Context: an optimization exercise on an open-source flow, tuned for small area and a short achievable clock period. The choices shown serve that exercise and are no tape-out recipe. RTL that was checked went through simulation tests only; none was proved equivalent to the original.

==> flow/design.v (excerpt) <==
module slave_clock_hand_positioner (
	input  logic        clk,
	input  logic        arst_n,
	input  logic        s_axis_tvalid,
	output logic        s_axis_tready,
	input  logic [23:0] s_axis_tdata,
	input  logic [2:0]  s_axis_tuser,
	output logic        m_axis_tvalid,
	input  logic        m_axis_tready,
	output logic [31:0] m_axis_tdata,
	input  logic        cfg_valid,
	output logic        cfg_ready,
	input  logic [1:0]  cfg_index,
	input  logic [15:0] cfg_data
);
For scale: roughly 110 flip-flops, ~85 I/O pins.
clock: 18.0 ns
lec_check: 0
abc_area: 1
cap_margin: 20
core_margin: 2
core_utilization: 55
place_density: 0.75
slew_margin: 20
standard.sh (not shown) runs the stock make flow with config.mk's settings and CLKGATE_MAP_FILE= SYNTH_SCRIPT=/design/flow/synth_recipe.tcl, a recipe that flattens the netlist after the stock synthesis.
==> flow/flow/run.sh <==
#!/bin/bash
# Standard layout, with port buffers of a faster cell and timing repair aiming for extra
# setup slack at the design's clock.
set -euo pipefail
export SETUP_SLACK_MARGIN=10.4
export BUFFER_PORTS_ARGS="-buffer_cell sky130_fd_sc_hd__buf_1"
bash standard.sh > standard.log 2>&1
Then changed:
CORE_UTILIZATION = 45   (was 55)
PLACE_DENSITY = 0.65   (was 0.75)
Outcome:
- The new run completed with no timing, DRC or antenna violations
- routed wire length is about the same
- synthesized area stays the same
- cell area increases by 1.7%
Then changed:
CORE_UTILIZATION = 65   (was 45)
PLACE_DENSITY = 0.8   (was 0.65)
The new run ran to the end with no violations.
First-iteration DRC count climbs by 25%.
Global-route usage climbs by 8.0 points.
Count of clock-buffer cells in the layout stays the same.
Fmax hardly moves.
Design area drops by 0.47%.
Final cell count drops by 4.9%.
Wire length climbs by 1.1%.
Utilization climbs by 22 points.
Critical path depth stays the same.
Then changed:
--- a/flow/flow/run.sh
+++ b/flow/flow/run.sh
@@ -4,3 +4,3 @@
 set -euo pipefail
-export SETUP_SLACK_MARGIN=10.4
+export SETUP_SLACK_MARGIN=10
 export BUFFER_PORTS_ARGS="-buffer_cell sky130_fd_sc_hd__buf_1"
CORE_UTILIZATION = 55   (was 65)
PLACE_DENSITY = 0.75   (was 0.8)
Outcome: Via count goes down by 4.0%. Cell area goes down by 3.1%. Cell count barely changes. Synthesized area stays the same. Die area goes up by 18%. Core utilization goes down by 13 points.
Then changed:
--- a/flow/flow/run.sh
+++ b/flow/flow/run.sh
@@ -4,3 +4,3 @@
 set -euo pipefail
-export SETUP_SLACK_MARGIN=10
+export SETUP_SLACK_MARGIN=9.5
 export BUFFER_PORTS_ARGS="-buffer_cell sky130_fd_sc_hd__buf_1"
Area after synthesis does not change.
Worst setup slack gets worse by 0.38 ns.
Via count shrinks by about 1.1%.
Die area is unchanged.
Count of clock-buffer cells in the layout is unchanged.
Then changed:
--- a/flow/flow/run.sh
+++ b/flow/flow/run.sh
@@ -4,3 +4,3 @@
 set -euo pipefail
-export SETUP_SLACK_MARGIN=9.5
+export SETUP_SLACK_MARGIN=10.4
 export BUFFER_PORTS_ARGS="-buffer_cell sky130_fd_sc_hd__buf_1"
ABC_AREA = default   (was 1)
Die area goes down by about 0.75%.
First-iteration DRC count goes up by 63%.
Synthesized area goes down by about 0.8%.


Another version of the RTL of slave_clock_hand_positioner (not shown whole).
Size in the first run: about 1,400 cells after synthesis, about 97 flip-flops, roughly 85 I/O pins, roughly 10,000 um2 of cells after synthesis.
export LEC_CHECK = 0
export ABC_AREA = 1
export CAP_MARGIN = 20
export CORE_MARGIN = 2
export CORE_UTILIZATION = 70
export PLACE_DENSITY = 0.88
export SLEW_MARGIN = 20
create_clock -name core_clock -period 18.0 [get_ports {clk}]
==> flow/flow/run.sh <==
#!/bin/bash
# Standard layout, with port buffers of a faster cell and timing repair aiming for extra
# setup slack at the design's clock.
set -euo pipefail
export SETUP_SLACK_MARGIN=9.5
export BUFFER_PORTS_ARGS="-buffer_cell sky130_fd_sc_hd__buf_2"
bash standard.sh > standard.log 2>&1
The starting point went through all stages and came out clean.
Edit:
--- a/flow/flow/run.sh
+++ b/flow/flow/run.sh
@@ -3,5 +3,4 @@
 # setup slack at the design's clock.
 set -euo pipefail
-export SETUP_SLACK_MARGIN=9.5
 export BUFFER_PORTS_ARGS="-buffer_cell sky130_fd_sc_hd__buf_2"
 bash standard.sh > standard.log 2>&1
--- a/flow/config.mk
+++ b/flow/config.mk
@@ -9,5 +9,5 @@
 export CAP_MARGIN = 20
 export CORE_MARGIN = 2
-export CORE_UTILIZATION = 70
-export PLACE_DENSITY = 0.88
+export CORE_UTILIZATION = 55
+export PLACE_DENSITY = 0.75
 export SLEW_MARGIN = 20
=> The new run finished clean. Fmax shrinks by 11%. Worst setup slack degrades by 0.98 ns. Critical path depth rises by 2. Area after synthesis is unchanged.
Edit:
--- a/flow/flow/run.sh
+++ b/flow/flow/run.sh
@@ -3,4 +3,5 @@
 # setup slack at the design's clock.
 set -euo pipefail
+export SETUP_SLACK_MARGIN=9.5
 export BUFFER_PORTS_ARGS="-buffer_cell sky130_fd_sc_hd__buf_2"
 bash standard.sh > standard.log 2>&1
--- a/flow/config.mk
+++ b/flow/config.mk
@@ -9,5 +9,4 @@
 export CAP_MARGIN = 20
 export CORE_MARGIN = 2
-export CORE_UTILIZATION = 55
-export PLACE_DENSITY = 0.75
+export CORE_UTILIZATION = 40
 export SLEW_MARGIN = 20
The changed run finished clean.
Hold slack loses 0.0070 ns.
Sequential share of layout area goes down by 0.88 points.
Via count hardly moves.
Wire length goes up by 4.6%.
Cell area goes up by 4.4%.
Register-to-register slack gains 1.2 ns.
Setup slack gains 1.0 ns.
Edit:
--- a/flow/flow/run.sh
+++ b/flow/flow/run.sh
@@ -3,5 +3,5 @@
 # setup slack at the design's clock.
 set -euo pipefail
-export SETUP_SLACK_MARGIN=9.5
+export SETUP_SLACK_MARGIN=10
 export BUFFER_PORTS_ARGS="-buffer_cell sky130_fd_sc_hd__buf_2"
 bash standard.sh > standard.log 2>&1
Result:
- wire length is higher by about 4%
- final area is higher by 4.4%
- cell count is higher by about 1.6%
- core utilization is higher by 2.0 points
- non-clock buffer count is higher by 27
- global-route usage is higher by 0.83 points
- die area stays the same
- worst hold slack barely changes
- worst setup slack improves by 0.28 ns
Edit:
==> flow/flow/run.sh (replaced) <==
#!/bin/bash
# Standard layout, with port buffers of a faster cell and timing repair aiming for extra
# setup slack at the design's clock.
set -euo pipefail
export SETUP_SLACK_MARGIN=9.5
export BUFFER_PORTS_ARGS="-buffer_cell sky130_fd_sc_hd__buf_1"
bash standard.sh > standard.log 2>&1
--- a/flow/config.mk
+++ b/flow/config.mk
@@ -9,4 +9,8 @@
 export CAP_MARGIN = 20
 export CORE_MARGIN = 2
-export CORE_UTILIZATION = 40
+export CORE_UTILIZATION = 55
+export CTS_BUF_LIST = sky130_fd_sc_hd__clkbuf_8
+export CTS_CLUSTER_DIAMETER = 80
+export CTS_CLUSTER_SIZE = 40
+export PLACE_DENSITY = 0.75
 export SLEW_MARGIN = 20
=> Setup slack loses 0.36 ns; die area decreases by 27%; synthesized cell count is unchanged.


Setup of lagoon:
slave_clock_hand_positioner again, from the RTL that the note above started with.
// slave_clock_hand_positioner
module slave_clock_hand_positioner (
	input  logic        clk,
	input  logic        arst_n,
	input  logic        s_axis_tvalid,
	output logic        s_axis_tready,
	input  logic [23:0] s_axis_tdata,
	input  logic [2:0]  s_axis_tuser,
	output logic        m_axis_tvalid,
	input  logic        m_axis_tready,
	output logic [31:0] m_axis_tdata,
	input  logic        cfg_valid,
	output logic        cfg_ready,
	input  logic [1:0]  cfg_index,
	input  logic [15:0] cfg_data
);
clock: 18.0 ns
lec_check: 0
abc_area: 1
cap_margin: 20
core_margin: 2
core_utilization: 55
cts_buf_list: sky130_fd_sc_hd__clkbuf_8
cts_cluster_diameter: 80
cts_cluster_size: 40
place_density: 0.75
slew_margin: 20
==> flow/flow/run.sh <==
#!/bin/bash
# Standard layout, with port buffers of a faster cell and timing repair aiming for extra
# setup slack at the design's clock.
set -euo pipefail
export SETUP_SLACK_MARGIN=9.5
export BUFFER_PORTS_ARGS="-buffer_cell sky130_fd_sc_hd__buf_2"
bash standard.sh > standard.log 2>&1
Relative to lagoon, the following input files were edited for nickel:
- CORE_UTILIZATION now 40, was 55
- CTS_CLUSTER_DIAMETER no longer set, was 80
- PLACE_DENSITY no longer set, was 0.75
- CTS_BUF_LIST no longer set, was sky130_fd_sc_hd__clkbuf_8
- CTS_CLUSTER_SIZE no longer set, was 40
==> flow/flow/run.sh <==
#!/bin/bash
# Standard layout, with timing repair aiming for extra setup slack at the design's clock.
set -euo pipefail
export SETUP_SLACK_MARGIN=9.5
bash standard.sh > standard.log 2>&1
Findings:
- nickel | stages: all done | timing, DRC, antenna: all pass
- Buffers inserted during post-CTS setup optimization, nickel and lagoon: larger value in nickel
- In the tables for nickel and lagoon, wire length of the first global-routing pass reads higher with nickel.
- nickel ended up with a higher routed wire length than lagoon did.
- Going from lagoon to nickel, total global routing track utilization shrinks by 5.3 points.
- nickel vs lagoon: transition time of the tightest slew-check pin down
- | shortest period the worst path allows | nickel vs lagoon | worse |
- [nickel vs lagoon] worst slack on hold paths: lower in nickel
- Diff lagoon -> nickel | proportion of cell area spent on the clock network | increase of 0.64 points
- lagoon was smaller in final cell area than nickel.
## Diff of input files: raven against nickel
- PLACE_DENSITY newly set to 0.75
- SLEW_MARGIN changed from 20 to 0
- CORE_UTILIZATION changed from 40 to 55
- CAP_MARGIN changed from 20 to 0
==> flow/flow/run.sh <==
#!/bin/bash
# Standard layout, with port buffers of a faster cell and timing repair aiming for extra
# setup slack at the design's clock.
set -euo pipefail
export SETUP_SLACK_MARGIN=9.5
export BUFFER_PORTS_ARGS="-buffer_cell sky130_fd_sc_hd__buf_1"
bash standard.sh > standard.log 2>&1
Results
- raven ended with every stage complete and zero timing, DRC or antenna violations.
- Across both runs, core utilization was higher for raven than for nickel.
- Compared with nickel, raven improves total detailed-routing wirelength.
- raven has slack of the critical path above what nickel had.
- Between nickel and raven, post-route clock skew increased.
- Count of hold buffers inserted by post-cts repair: raven vs nickel identical
- Layout buffer count excluding clock buffers on raven is down relative to nickel.
- Of raven and nickel, it is raven that has the higher met1 global-route usage.
For maple, these inputs were changed with respect to raven:
- CAP_MARGIN: 0 -> 20
- SLEW_MARGIN: 0 -> 20
--- a/flow/flow/run.sh
+++ b/flow/flow/run.sh
@@ -5,3 +5,3 @@
 export SETUP_SLACK_MARGIN=9.5
-export BUFFER_PORTS_ARGS="-buffer_cell sky130_fd_sc_hd__buf_1"
+export BUFFER_PORTS_ARGS="-buffer_cell sky130_fd_sc_hd__buf_2"
 bash standard.sh > standard.log 2>&1
==> comparison <==
Re count of inserted tapcells: no difference whatsoever between raven and maple. maple against raven: post-route worst setup slack higher; initial antenna violation count did not really move. maple ends up with a area growth from synthesis to layout that is 1.6 points higher than in raven. On setup skew after layout, raven and maple are basically level. The flow did not stop early for maple: all stages ran, and the layout cleared the timing, DRC and antenna checks. raven completed every stage of the flow, and the final layout passed the timing, DRC and antenna checks.
> inputs changed (maple -> tundra)
--- a/flow/flow/run.sh
+++ b/flow/flow/run.sh
@@ -4,3 +4,3 @@
 set -euo pipefail
-export SETUP_SLACK_MARGIN=9.5
+export SETUP_SLACK_MARGIN=9.8
 export BUFFER_PORTS_ARGS="-buffer_cell sky130_fd_sc_hd__buf_2"
--- outcome ---
Vias per cell for tundra is higher than for maple.
NOTE cell count maple->tundra increased slightly
The run with more setup slack is tundra; maple has less.
maple has lower register-to-register slack than tundra.
Number of buffers outside the clock class in the layout: tundra vs maple up about 30%
Looking only at slew at the pin with the worst max-slew slack, and setting everything else aside, the lower value of tundra and maple goes to maple.
[tundra] arrival time at the worst endpoint fell 90 ps relative to maple


## green
Another version of the RTL of slave_clock_hand_positioner (not shown whole).
Size: ~1,400 cells after synthesis, roughly 59 flip-flops, about 85 I/O pins.
export LEC_CHECK = 0
export CAP_MARGIN = 20
export CORE_MARGIN = 2
export CORE_UTILIZATION = 40
export SLEW_MARGIN = 20
create_clock -name core_clock -period 18.0 [get_ports {clk}]
run.sh (not shown) runs the stock make flow with config.mk's settings and CLKGATE_MAP_FILE= SYNTH_SCRIPT=/design/flow/synth_recipe.tcl, a recipe that flattens the netlist after the stock synthesis.
Stock flow here: none of the scripts above is used.
green finished all stages; the layout is clean.
Input changes introduced in red (baseline for comparison: green):
==> flow/flow/run.sh (new file) <==
#!/bin/bash
# Standard layout, with timing repair aiming for extra setup slack at the design's clock.
set -euo pipefail
export SETUP_SLACK_MARGIN=9.5
bash standard.sh > standard.log 2>&1
==> flow/standard.sh (new file) <==
#!/bin/bash
# synth_recipe.tcl (not shown) runs the flow's synth.tcl, then flattens the netlist and writes it again
# the make line also repeats each setting of config.mk as NAME=value (left out here)
make -C /OpenROAD-flow-scripts/flow DESIGN_CONFIG=/design/flow/config.mk WORK_HOME=/design/flow/orfs CLKGATE_MAP_FILE= SYNTH_SCRIPT=/design/flow/synth_recipe.tcl "${@:-finish}"
removed: flow/run.sh
- The flow did not stop early for red: all stages ran, and the layout cleared the timing, DRC and antenna checks.
- Sequential share of layout area: red vs green down 0.89 points
- Clock latency on the worst-skew pair delta (green -> red): insignificant
- | slew at the pin with the worst max-slew slack | higher: green |
Function was not checked in any run of this note: the RTL went through the layout flow alone.


slave_clock_hand_positioner, a different RTL version from the one above (not shown whole).
For scale: roughly 97 flip-flops, roughly 85 I/O pins, about 11000 µm² of cells after synthesis.
Settings: LEC_CHECK=0, CAP_MARGIN=20, CORE_MARGIN=2, CORE_UTILIZATION=40, SLEW_MARGIN=20; clock period 18.0 ns.
standard.sh (not shown) runs the stock make flow with config.mk's settings and CLKGATE_MAP_FILE= SYNTH_SCRIPT=/design/flow/synth_recipe.tcl, a recipe that flattens the netlist after the stock synthesis.
==> flow/flow/run.sh <==
#!/bin/bash
# Standard layout, with timing repair aiming for extra setup slack at the design's clock.
set -euo pipefail
export SETUP_SLACK_MARGIN=9
bash standard.sh > standard.log 2>&1
The starting point produced a clean layout.
Next try:
--- a/flow/flow/run.sh
+++ b/flow/flow/run.sh
@@ -4 +4 @@
-export SETUP_SLACK_MARGIN=9
+export SETUP_SLACK_MARGIN=9.5
- ABC_AREA: unset -> 1
The changed run ran to the end with no violations.
Sequential cell count does not change.
Maximum frequency rose by 6.2%.
Synthesized cell count increases by 22%.
Next try:
- ABC_AREA: 1 -> unset
- The changed run passed the timing, DRC and antenna checks
- cell area goes up by about 0.32%
- wire length shrinks by about 8%
- final cell count falls by about 16%
- global-route usage fell by 1.7 points
Next try:
--- a/flow/flow/run.sh
+++ b/flow/flow/run.sh
@@ -4 +4 @@
-export SETUP_SLACK_MARGIN=9.5
+export SETUP_SLACK_MARGIN=10
Die area does not change.
Cell area is higher by 2.5%.
Global-route usage rose by 0.44 points.
Utilization rose by 1.2 points.
Synthesized area stays the same.
Setup slack degrades by 0.037 ns.
Critical path depth is lower by 1.
Maximum frequency came out lower by 0.43%.
Worst hold slack improved by 0.0035 ns.

-- static timing again, ports no longer ideal --
How much do the figures lean on ideal ports? The routed layouts below were timed once more, with nothing changed but the port constraints. Step 1, drivers: a clkbuf_16 drives clk and a buf_2 each remaining input, both assumed. Step 2, shift: input delay + t, output delay - t, t = (earliest + latest rising clock arrival at the registers) / 2. This alone moves slack from input paths to output paths. Three values: ideal ports, drivers, drivers and shift; two values: the first two.
run | shift t [ns] | setup WS [ns] | clock arrival spread, ns | worst slew at a driven data input, ns
the first run of note 1 | 0.390 | 10.470 / 10.432 / 10.410 | 0.011 / 0.011 | 0.04
the second run of note 1 | 0.391 | 10.435 / 10.394 / 10.380 | 0.014 / 0.014 | 0.04
the third run of note 1 | 0.391 | 10.413 / 10.371 / 10.358 | 0.016 / 0.015 | 0.04
the fourth run of note 1 | 0.388 | 10.245 / 10.208 / 10.280 | 0.010 / 0.010 | 0.04
the fifth run of note 1 | 0.389 | 9.868 / 9.830 / 10.219 | 0.011 / 0.010 | 0.04
the sixth run of note 1 | 0.393 | 10.037 / 9.994 / 10.198 | 0.014 / 0.015 | 0.04
the first run of note 2 | 0.397 | 9.654 / 9.611 / 10.007 | 0.008 / 0.009 | 0.04
the second run of note 2 | 0.378 | 8.674 / 8.636 / 9.014 | 0.018 / 0.018 | 0.03
the third run of note 2 | 0.378 | 9.708 / 9.668 / 10.046 | 0.010 / 0.010 | 0.06
the fourth run of note 2 | 0.386 | 9.993 / 9.947 / 10.332 | 0.010 / 0.011 | 0.06
the fifth run of note 2 | 0.397 | 9.634 / 9.597 / 9.994 | 0.021 / 0.021 | 0.03
lagoon | 0.398 | 9.688 / 9.653 / 10.051 | 0.018 / 0.018 | 0.03
nickel | 0.385 | 9.587 / 9.545 / 9.652 | 0.011 / 0.011 | 0.05
raven | 0.382 | 9.700 / 9.658 / 10.040 | 0.016 / 0.016 | 0.03
maple | 0.378 | 9.724 / 9.685 / 10.063 | 0.018 / 0.018 | 0.03
tundra | 0.381 | 9.812 / 9.774 / 10.155 | 0.018 / 0.018 | 0.03
green | 0.388 | 6.048 / 6.077 / 5.689 | 0.016 / 0.015 | 0.06
red | 0.382 | 7.749 / 7.757 / 7.375 | 0.014 / 0.014 | 0.05
the first run of note 5 | 0.393 | 9.156 / 9.108 / 9.406 | 0.014 / 0.014 | 0.06
the second run of note 5 | 0.387 | 9.673 / 9.651 / 9.651 | 0.009 / 0.009 | 0.05
the third run of note 5 | 0.393 | 9.352 / 9.305 / 9.502 | 0.015 / 0.015 | 0.06
the fourth run of note 5 | 0.382 | 9.315 / 9.273 / 9.654 | 0.011 / 0.011 | 0.06
After both steps setup and hold are still met in every run listed. For red, which loses most, drivers alone change the setup slack by +0.008 ns; drivers and shift together by -0.374 ns.
